This is an optimization exercise on Yosys and OpenROAD, whose aim is small area and a short achievable clock period, not a production implementation. Only simulation tests tie the RTL to the original design; equivalence was not proved. Power is estimated from default activity; no workload was simulated.

## job 5100
// daq_core
module daq_core (
    input  logic        BUS_CLK,
    input  logic        BUS_RST,
    input  logic [15:0] bus_add,
    input  logic [7:0]  bus_wr_data,
    output logic [7:0]  bus_rd_data,
    input  logic        bus_rd,
    input  logic        bus_wr,
    input  logic        trig_in,
    input  logic        inj_loop_in,
    input  logic        hitor_in,
    output logic        inj_pulse,
    output logic        resetb_ext,
    output logic [4:0]  led,
    input  logic        arb_ready,
    output logic        arb_write,
    output logic [31:0] arb_data
);
==> flow/config.mk <==
export PLATFORM = sky130hd
export DESIGN_NAME = daq_core
export DESIGN_NICKNAME = daq_core
export VERILOG_FILES = /design/flow/design.v
export SDC_FILE = /design/flow/constraint.sdc
export NUM_CORES = 4
export LEC_CHECK = 0
export ABC_CLOCK_PERIOD_IN_PS = 1500
export CAP_MARGIN = 20
export CORE_MARGIN = 2
export CORE_UTILIZATION = 65
export CTS_CLUSTER_DIAMETER = 80
export CTS_CLUSTER_SIZE = 30
export SETUP_SLACK_MARGIN = 1.3
export SLEW_MARGIN = 20
==> flow/constraint.sdc <==
create_clock -name core_clock -period 3.0 [get_ports {BUS_CLK}]
set_input_delay 0.6000 -clock core_clock [delete_from_list [all_inputs] [get_ports {BUS_CLK}]]
set_output_delay 0.6000 -clock core_clock [all_outputs]
set_load 0.01 [all_outputs]
run.sh (not shown) runs the stock make flow with config.mk's settings and CLKGATE_MAP_FILE= SYNTH_SCRIPT=/design/flow/synth_recipe.tcl, a recipe that flattens the netlist after the stock synthesis.
What job 2429 does differently from job 5100 at the input level:
# job 5100
export LEC_CHECK = 0
export ABC_CLOCK_PERIOD_IN_PS = 1500
export CAP_MARGIN = 20
export CORE_MARGIN = 2
export CORE_UTILIZATION = 65
export CTS_CLUSTER_DIAMETER = 80
export CTS_CLUSTER_SIZE = 30
export SETUP_SLACK_MARGIN = 1.3
export SLEW_MARGIN = 20
create_clock -name core_clock -period 3.0 [get_ports {BUS_CLK}]
# job 2429
export LEC_CHECK = 0
export CAP_MARGIN = 20
export CORE_MARGIN = 2
export CORE_UTILIZATION = 70
export CTS_CLUSTER_DIAMETER = 80
export CTS_CLUSTER_SIZE = 30
export SETUP_SLACK_MARGIN = 1.3
export SLEW_MARGIN = 20
create_clock -name core_clock -period 3.0 [get_ports {BUS_CLK}]
Results
The final layouts of job 2429 and job 5100 pass the timing, DRC and antenna checks.
Summary of job 2429 over job 5100: final-layout clock buffer total climbed about 14%; register-to-register slack dropped 0.02 ns; overall track demand over capacity in global routing climbed 2.0 points.
Here is what was changed in the inputs of job 1913 compared with job 2429.
# job 2429
export LEC_CHECK = 0
export CAP_MARGIN = 20
export CORE_MARGIN = 2
export CORE_UTILIZATION = 70
export CTS_CLUSTER_DIAMETER = 80
export CTS_CLUSTER_SIZE = 30
export SETUP_SLACK_MARGIN = 1.3
export SLEW_MARGIN = 20
create_clock -name core_clock -period 3.0 [get_ports {BUS_CLK}]
# job 1913
export LEC_CHECK = 0
export CAP_MARGIN = 20
export CORE_MARGIN = 2
export CORE_UTILIZATION = 60
export CTS_CLUSTER_DIAMETER = 80
export CTS_CLUSTER_SIZE = 30
export SETUP_SLACK_MARGIN = 1.3
export SLEW_MARGIN = 20
create_clock -name core_clock -period 3.0 [get_ports {BUS_CLK}]
In job 1913 relative to job 2429, number of buffers other than clock buffers in the final layout had gone up by a little under 10%. The net switching power in job 1913 sits 0.062 mW above the value recorded for job 2429. Die area, job 1913 vs job 2429: up by more than 10%. Job 1913 vs. job 2429: initial core utilization decreased 9.8 points, shortest period the worst path allows now sits higher, die outline height up about 8%. The worst setup slack of job 1913 is lower than that of job 2429. Higher post-detailed-route wirelength per cell was reported by job 2429, not job 1913. Comparing job 2429 with job 1913, the hold slack came out essentially unchanged.
Inputs modified between job 1913 and job 8623:
# job 1913
export LEC_CHECK = 0
export CAP_MARGIN = 20
export CORE_MARGIN = 2
export CORE_UTILIZATION = 60
export CTS_CLUSTER_DIAMETER = 80
export CTS_CLUSTER_SIZE = 30
export SETUP_SLACK_MARGIN = 1.3
export SLEW_MARGIN = 20
create_clock -name core_clock -period 3.0 [get_ports {BUS_CLK}]
# job 8623
export LEC_CHECK = 0
export ABC_CLOCK_PERIOD_IN_PS = 1500
export CAP_MARGIN = 20
export CORE_MARGIN = 2
export CORE_UTILIZATION = 65
export CTS_CLUSTER_DIAMETER = 80
export CTS_CLUSTER_SIZE = 30
export SETUP_SLACK_MARGIN = 1.35
export SLEW_MARGIN = 20
create_clock -name core_clock -period 3.0 [get_ports {BUS_CLK}]
==> flow/flow/run.sh (new file) <==
#!/bin/bash
set -euo pipefail
export CTS_ARGS="-sink_clustering_enable -repair_clock_nets -sink_clustering_size 30 -sink_clustering_max_diameter 80 -dont_use_dummy_load"
export BUFFER_PORTS_ARGS="-buffer_cell sky130_fd_sc_hd__buf_2"
bash standard.sh > standard_flow.log 2>&1
==> flow/standard.sh (new file) <==
#!/bin/bash
# synth_recipe.tcl (not shown) runs the flow's synth.tcl, then flattens the netlist and writes it again
# the make line also repeats each setting of config.mk as NAME=value (left out here)
make -C /OpenROAD-flow-scripts/flow DESIGN_CONFIG=/design/flow/config.mk WORK_HOME=/design/flow/orfs CLKGATE_MAP_FILE= SYNTH_SCRIPT=/design/flow/synth_recipe.tcl "${@:-finish}"
removed: flow/run.sh
==> comparison <==
Higher total routing usage reported by global routing among job 8623 and job 1913: job 8623. Re number of logic stages on the critical path including buffering: job 8623 and job 1913 aren't equal, and the lower value belongs to job 1913. Largest fanout on the critical path, job 8623 and job 1913, higher one = job 8623. Taking job 8623 over job 1913, the area inside the core boundary ratio works out to 0.919. Of job 8623 and job 1913, job 8623 shows the higher starting density of the core, with job 1913 below it.
What job 8437 does differently from job 8623 at the input level:
# job 8623
export LEC_CHECK = 0
export ABC_CLOCK_PERIOD_IN_PS = 1500
export CAP_MARGIN = 20
export CORE_MARGIN = 2
export CORE_UTILIZATION = 65
export CTS_CLUSTER_DIAMETER = 80
export CTS_CLUSTER_SIZE = 30
export SETUP_SLACK_MARGIN = 1.35
export SLEW_MARGIN = 20
create_clock -name core_clock -period 3.0 [get_ports {BUS_CLK}]
# job 8437
export LEC_CHECK = 0
export CAP_MARGIN = 20
export CORE_MARGIN = 2
export CORE_UTILIZATION = 65
export CTS_CLUSTER_DIAMETER = 80
export CTS_CLUSTER_SIZE = 30
export PLACE_DENSITY = 0.88
export SETUP_SLACK_MARGIN = 1.3
export SLEW_MARGIN = 20
create_clock -name core_clock -period 3.0 [get_ports {BUS_CLK}]
==> flow/run.sh (new file) <==
#!/bin/bash
# synth_recipe.tcl (not shown) runs the flow's synth.tcl, then flattens the netlist and writes it again
# the make line also repeats each setting of config.mk as NAME=value (left out here)
make -C /OpenROAD-flow-scripts/flow DESIGN_CONFIG=/design/flow/config.mk WORK_HOME=/design/flow/orfs CLKGATE_MAP_FILE= SYNTH_SCRIPT=/design/flow/synth_recipe.tcl finish
removed: flow/flow/run.sh
removed: flow/standard.sh
Notes after the runs:
Between job 8623 and job 8437, the final clock skew figures differ only marginally.
Taking job 8623 as the reference, in job 8437 number of buffers inserted to repair setup after CTS went up; first-pass GRT wire length went up.
Job 8437 went all the way through synthesis, placement and routing and the layout is clean on timing, DRC and antenna.
When job 8437 is measured against job 8623, its highest fanout seen on the critical path turns out 1 lower.
In job 8437, the critical path depth came out 2 above the value in job 8623.
Cmp job 8437 vs job 8623: sequential share of power lower in job 8437
Relative to job 8623, worst setup slack has decreased by 0.089 ns in job 8437.
Clock buffer count in the final layout in job 8437 vs job 8623: up 13
On layout overhead on the synthesized area: between job 8623 and job 8437, it ends up lower for job 8623.
Between job 8623 and job 8437, the cell count went up.
The following lists how job 8761 was set up differently from job 8437:
# job 8437
export LEC_CHECK = 0
export CAP_MARGIN = 20
export CORE_MARGIN = 2
export CORE_UTILIZATION = 65
export CTS_CLUSTER_DIAMETER = 80
export CTS_CLUSTER_SIZE = 30
export PLACE_DENSITY = 0.88
export SETUP_SLACK_MARGIN = 1.3
export SLEW_MARGIN = 20
create_clock -name core_clock -period 3.0 [get_ports {BUS_CLK}]
# job 8761
export LEC_CHECK = 0
export CAP_MARGIN = 20
export CORE_MARGIN = 2
export CORE_UTILIZATION = 65
export CTS_CLUSTER_DIAMETER = 80
export CTS_CLUSTER_SIZE = 30
export SETUP_SLACK_MARGIN = 1.3
export SLEW_MARGIN = 20
export TNS_END_PERCENT = 50
create_clock -name core_clock -period 3.0 [get_ports {BUS_CLK}]
--- outcome ---
Compared with job 8437, job 8761 improves fmax. Routing usage on met2 on job 8761 is down relative to job 8437. Job 8761 against job 8437: portion of total power attributed to the clock network shows a reduction of 0.2 points, final cell count lost 34. Transition at the pin with the smallest max-transition slack: job 8761 < job 8437. Buffer and inverter count on the worst path, job 8437 and job 8761, higher one = job 8761. Measured against each other, job 8437 and job 8761 differ in area added between synthesis and finish, the higher figure coming from job 8437. Hold slack | job 8761 above job 8437. Looking at pre-CTS worst setup slack across both flows, job 8761 is the weaker of the two, with job 8437 ahead. Final design area excluding fillers (job 8761 vs. job 8437) decreases by a few percent. Worst hold path stage count sits lower in job 8761 than in job 8437.

[afterwards: timing with drivers on the ports]
How much do the figures lean on ideal ports? The routed layouts below were timed once more, with nothing changed but the port constraints.
Step 1: set_driving_cell puts a clkbuf_16 on BUS_CLK and a buf_2 on each other input, an assumption about the parent block.
Step 2 also shifts input and output timing later by t, the mid clock arrival at the registers, as if the neighbouring blocks saw the same clock.
a / b / c = ideal / step 1 / step 2; a / b = the first two.
| run | t, ns | setup WS [ns] | hold WS [ns] | clock arrival spread, ns | pins driven straight from the clock port |
|---|---|---|---|---|---|
| job 5100 | 0.646 | 1.305 / 1.248 / 0.758 | 0.425 / 0.396 / 0.439 | 0.024 / 0.024 | 1 |
| job 2429 | 0.635 | 1.274 / 1.220 / 0.664 | 0.448 / 0.448 / 0.448 | 0.032 / 0.032 | 1 |
| job 1913 | 0.640 | 1.256 / 1.201 / 0.708 | 0.449 / 0.449 / 0.449 | 0.027 / 0.026 | 1 |
| job 8623 | 0.623 | 1.235 / 1.235 / 0.815 | 0.225 / 0.191 / 0.433 | 0.049 / 0.050 | 1 |
| job 8437 | 0.639 | 1.147 / 1.147 / 0.718 | 0.253 / 0.220 / 0.443 | 0.046 / 0.047 | 1 |
| job 8761 | 0.631 | 1.252 / 1.252 / 0.736 | 0.448 / 0.438 / 0.448 | 0.024 / 0.025 | 1 |
After both steps every run listed still meets setup and hold. For job 2429, which loses most, drivers alone change the setup slack by -0.054 ns; drivers and shift together by -0.610 ns.
